Context: an optimization exercise on an open-source flow, tuned for small area and a short achievable clock period. The choices shown serve that exercise and are no tape-out recipe.
Power and IR drop assume default switching activity.

==> flow/design.v (excerpt) <==
module fairq_top (
   input  logic                   clk,
   input  logic                   reset,
   input  logic                   in_wr,
   input  fairq_pkg::ctrl_t       in_ctrl,
   input  fairq_pkg::data_word_t  in_data,
   input  logic                   rd_dst_addr,
   input  fairq_pkg::queue_idx_t  dst_oq,
   input  fairq_pkg::sram_addr_t  dst_oq_high_addr,
   input  fairq_pkg::sram_addr_t  dst_oq_low_addr,
   output logic                   out_wr,
   output fairq_pkg::ctrl_t       out_ctrl,
   output fairq_pkg::data_word_t  out_data
);
   logic                      ev_open;
   logic                      ev_close;
   logic                      header_word;
   logic                      rewrite_word;
   fairq_pkg::queue_idx_t     src_queue;
   fairq_pkg::queue_idx_t     dst_queue;
   fairq_pkg::sram_addr_t     new_capacity;
   logic                      unused_cap_ge;
   logic                      new_cap_nz;
   logic [8-1:0] lane_live;
   logic [16:0]               lane_cap4  [8];
   fairq_pkg::flow_count_t    lane_open  [8];
   fairq_pkg::flow_count_t    lane_diff  [8];
   fairq_pkg::queue_idx_t     div_queue;
   fairq_pkg::queue_idx_t     div_queue_next;
   fairq_pkg::queue_idx_t     sel_next;
   fairq_pkg::queue_mask_t    sel_hot;
   logic                      a_next;
   logic                      b_next;
   fairq_pkg::queue_idx_t     b_queue_next;
   logic                      port_free;
  ...
For scale: roughly 680 flip-flops.
clock: 8.5 ns
lec_check: 0
cap_margin: 20
core_margin: 2
core_utilization: 40
slew_margin: 20
standard.sh (not shown) runs the stock make flow with config.mk's settings and CLKGATE_MAP_FILE= SYNTH_SCRIPT=/design/flow/synth_recipe.tcl, a recipe that flattens the netlist after the stock synthesis.
==> flow/flow/run.sh <==
#!/bin/bash
# The standard layout (standard.sh, unchanged synthesis and steps) with two
# knobs the flow settings cannot reach: port buffers are buf_2 cells instead
# of the default delay cells, and timing repair aims for a larger setup slack.
# make's output goes to flow.log here; each ORFS step keeps its own log under
# orfs/logs/.
set -euo pipefail
export BUFFER_PORTS_ARGS="-buffer_cell sky130_fd_sc_hd__buf_2"
export SETUP_SLACK_MARGIN=6
bash standard.sh > flow.log 2>&1
The baseline completed with no timing, DRC or antenna violations.
Rerun with:
--- a/flow/flow/run.sh
+++ b/flow/flow/run.sh
@@ -9 +9 @@
-export SETUP_SLACK_MARGIN=6
+export SETUP_SLACK_MARGIN=5
Effect:
- The new run passed the timing, DRC and antenna checks
- area after synthesis stays the same
- count of clock-buffer cells in the layout came out lower by 1
- global-route usage came out lower by 2.4 points
- hold slack is worse by 0.022 ns
- routed wire length came out lower by 13%
- flip-flop and latch count does not change
- worst setup slack is worse by 0.047 ns
- utilization came out lower by 8.9 points
Function was not checked in any run of this note: the RTL went through the layout flow alone.

Starting RTL as in the previous note.
export LEC_CHECK = 0
export CAP_MARGIN = 20
export CORE_MARGIN = 2
export CORE_UTILIZATION = 40
export SETUP_SLACK_MARGIN = 4.5
export SLEW_MARGIN = 20
create_clock -name core_clock -period 8.5 [get_ports {clk}]
run.sh (not shown) runs the stock make flow with config.mk's settings and CLKGATE_MAP_FILE= SYNTH_SCRIPT=/design/flow/synth_recipe.tcl, a recipe that flattens the netlist after the stock synthesis.
Stock flow here: none of the scripts above is used.
The first run finished with timing, DRC and antenna clean.
==> next run, changes <==
==> flow/flow/run.sh (new file) <==
#!/bin/bash
# The standard layout (standard.sh, unchanged synthesis and steps) with two
# knobs the flow settings cannot reach: port buffers are buf_2 cells instead
# of the default delay cells, and timing repair aims for a larger setup slack.
# make's output goes to flow.log here; each ORFS step keeps its own log under
# orfs/logs/.
set -euo pipefail
export BUFFER_PORTS_ARGS="-buffer_cell sky130_fd_sc_hd__buf_2"
export SETUP_SLACK_MARGIN=7
bash standard.sh > flow.log 2>&1
==> flow/standard.sh (new file) <==
#!/bin/bash
# synth_recipe.tcl (not shown) runs the flow's synth.tcl, then flattens the netlist and writes it again
# the make line also repeats each setting of config.mk as NAME=value (left out here)
make -C /OpenROAD-flow-scripts/flow DESIGN_CONFIG=/design/flow/config.mk WORK_HOME=/design/flow/orfs CLKGATE_MAP_FILE= SYNTH_SCRIPT=/design/flow/synth_recipe.tcl "${@:-finish}"
--- a/flow/config.mk
+++ b/flow/config.mk
@@ -9,4 +9,3 @@
 export CORE_MARGIN = 2
 export CORE_UTILIZATION = 40
-export SETUP_SLACK_MARGIN = 4.5
 export SLEW_MARGIN = 20
removed: flow/run.sh
What happened: Clock-buffer cell count grows by 5; core utilization grows by 16 points; cell area grows by a quarter to a third; first-iteration DRC count grows by well over a third; non-clock buffer count grows by 517; total power grows by about a fifth; maximum frequency grows by about a fifth.
==> next run, changes <==
==> flow/run.sh (new file) <==
#!/bin/bash
# synth_recipe.tcl (not shown) runs the flow's synth.tcl, then flattens the netlist and writes it again
# the make line also repeats each setting of config.mk as NAME=value (left out here)
make -C /OpenROAD-flow-scripts/flow DESIGN_CONFIG=/design/flow/config.mk WORK_HOME=/design/flow/orfs CLKGATE_MAP_FILE= SYNTH_SCRIPT=/design/flow/synth_recipe.tcl finish
--- a/flow/config.mk
+++ b/flow/config.mk
@@ -9,3 +9,6 @@
 export CORE_MARGIN = 2
 export CORE_UTILIZATION = 40
+export CTS_BUF_LIST = sky130_fd_sc_hd__clkbuf_4 sky130_fd_sc_hd__clkbuf_8
+export CTS_CLUSTER_SIZE = 24
+export SETUP_SLACK_MARGIN = 5
 export SLEW_MARGIN = 20
removed: flow/flow/run.sh
removed: flow/standard.sh
What happened:
- design area falls by 22%
- maximum frequency falls by 2.6%
- sequential cell count stays the same
- synthesized area is unchanged
- worst setup slack gets worse by 0.090 ns
- register-to-register slack gets worse by 0.09 ns
==> next run, changes <==
==> flow/flow/run.sh (new file) <==
#!/bin/bash
# The standard layout (standard.sh, unchanged synthesis and steps) with two
# knobs the flow settings cannot reach: port buffers are buf_2 cells instead
# of the default delay cells, and timing repair aims for a larger setup slack.
# make's output goes to flow.log here; each ORFS step keeps its own log under
# orfs/logs/.
set -euo pipefail
export BUFFER_PORTS_ARGS="-buffer_cell sky130_fd_sc_hd__buf_2"
export SETUP_SLACK_MARGIN=5
bash standard.sh > flow.log 2>&1
==> flow/standard.sh (new file) <==
#!/bin/bash
# synth_recipe.tcl (not shown) runs the flow's synth.tcl, then flattens the netlist and writes it again
# the make line also repeats each setting of config.mk as NAME=value (left out here)
make -C /OpenROAD-flow-scripts/flow DESIGN_CONFIG=/design/flow/config.mk WORK_HOME=/design/flow/orfs CLKGATE_MAP_FILE= SYNTH_SCRIPT=/design/flow/synth_recipe.tcl "${@:-finish}"
--- a/flow/config.mk
+++ b/flow/config.mk
@@ -9,6 +9,5 @@
 export CORE_MARGIN = 2
 export CORE_UTILIZATION = 40
-export CTS_BUF_LIST = sky130_fd_sc_hd__clkbuf_4 sky130_fd_sc_hd__clkbuf_8
-export CTS_CLUSTER_SIZE = 24
-export SETUP_SLACK_MARGIN = 5
+export CTS_CLUSTER_DIAMETER = 150
+export CTS_CLUSTER_SIZE = 20
 export SLEW_MARGIN = 20
removed: flow/run.sh
What happened: Setup slack degrades by 0.012 ns; clock skew decreases by 0.023 ns; sequential power is about the same; final area decreases by a little under a tenth; fmax decreases slightly; total power decreases by roughly a tenth; core utilization decreases by 3.9 points; via count decreases by a few percent; cell count decreases by a few percent; non-clock buffer count decreases by 28.
No functional check of the RTL was part of any run of this note.

[afterwards: timing with drivers on the ports]
No port has a modelled driver above. Below, the same layouts with a new extraction and two added sets of constraints.
Step 1, drivers: a clkbuf_16 drives clk and a buf_2 each remaining input, both assumed.
Step 2 times the ports against the registers' clock, not the clock port: input delays grow and output delays shrink by t, the midpoint of the rising clock arrivals with the driver on.
a / b / c = no drivers / after step 1 / after step 2; a / b = the first two.
| run | t (ns) | slack for setup (ns) | worst setup path after step 2 | cell pins on the clock port's net |
|---|---|---|---|---|
| the first run of note 1 | 0.676 | 5.067 / 5.067 / 4.428 | input to register | 1 |
| the second run of note 1 | 0.674 | 5.019 / 5.010 / 4.336 | input to register | 1 |
| the first run of note 2 | 0.673 | 4.543 / 4.568 / 3.895 | input to register | 1 |
| the second run of note 2 | 0.690 | 5.086 / 5.084 / 4.394 | input to register | 1 |
| the third run of note 2 | 0.790 | 4.996 / 5.027 / 4.237 | input to register | 1 |
| the fourth run of note 2 | 0.649 | 4.983 / 4.963 / 4.315 | input to register | 1 |
After both steps setup and hold are still met in every run listed. For the third run of note 2, which loses most, drivers alone change the setup slack by +0.031 ns; drivers and shift together by -0.759 ns.
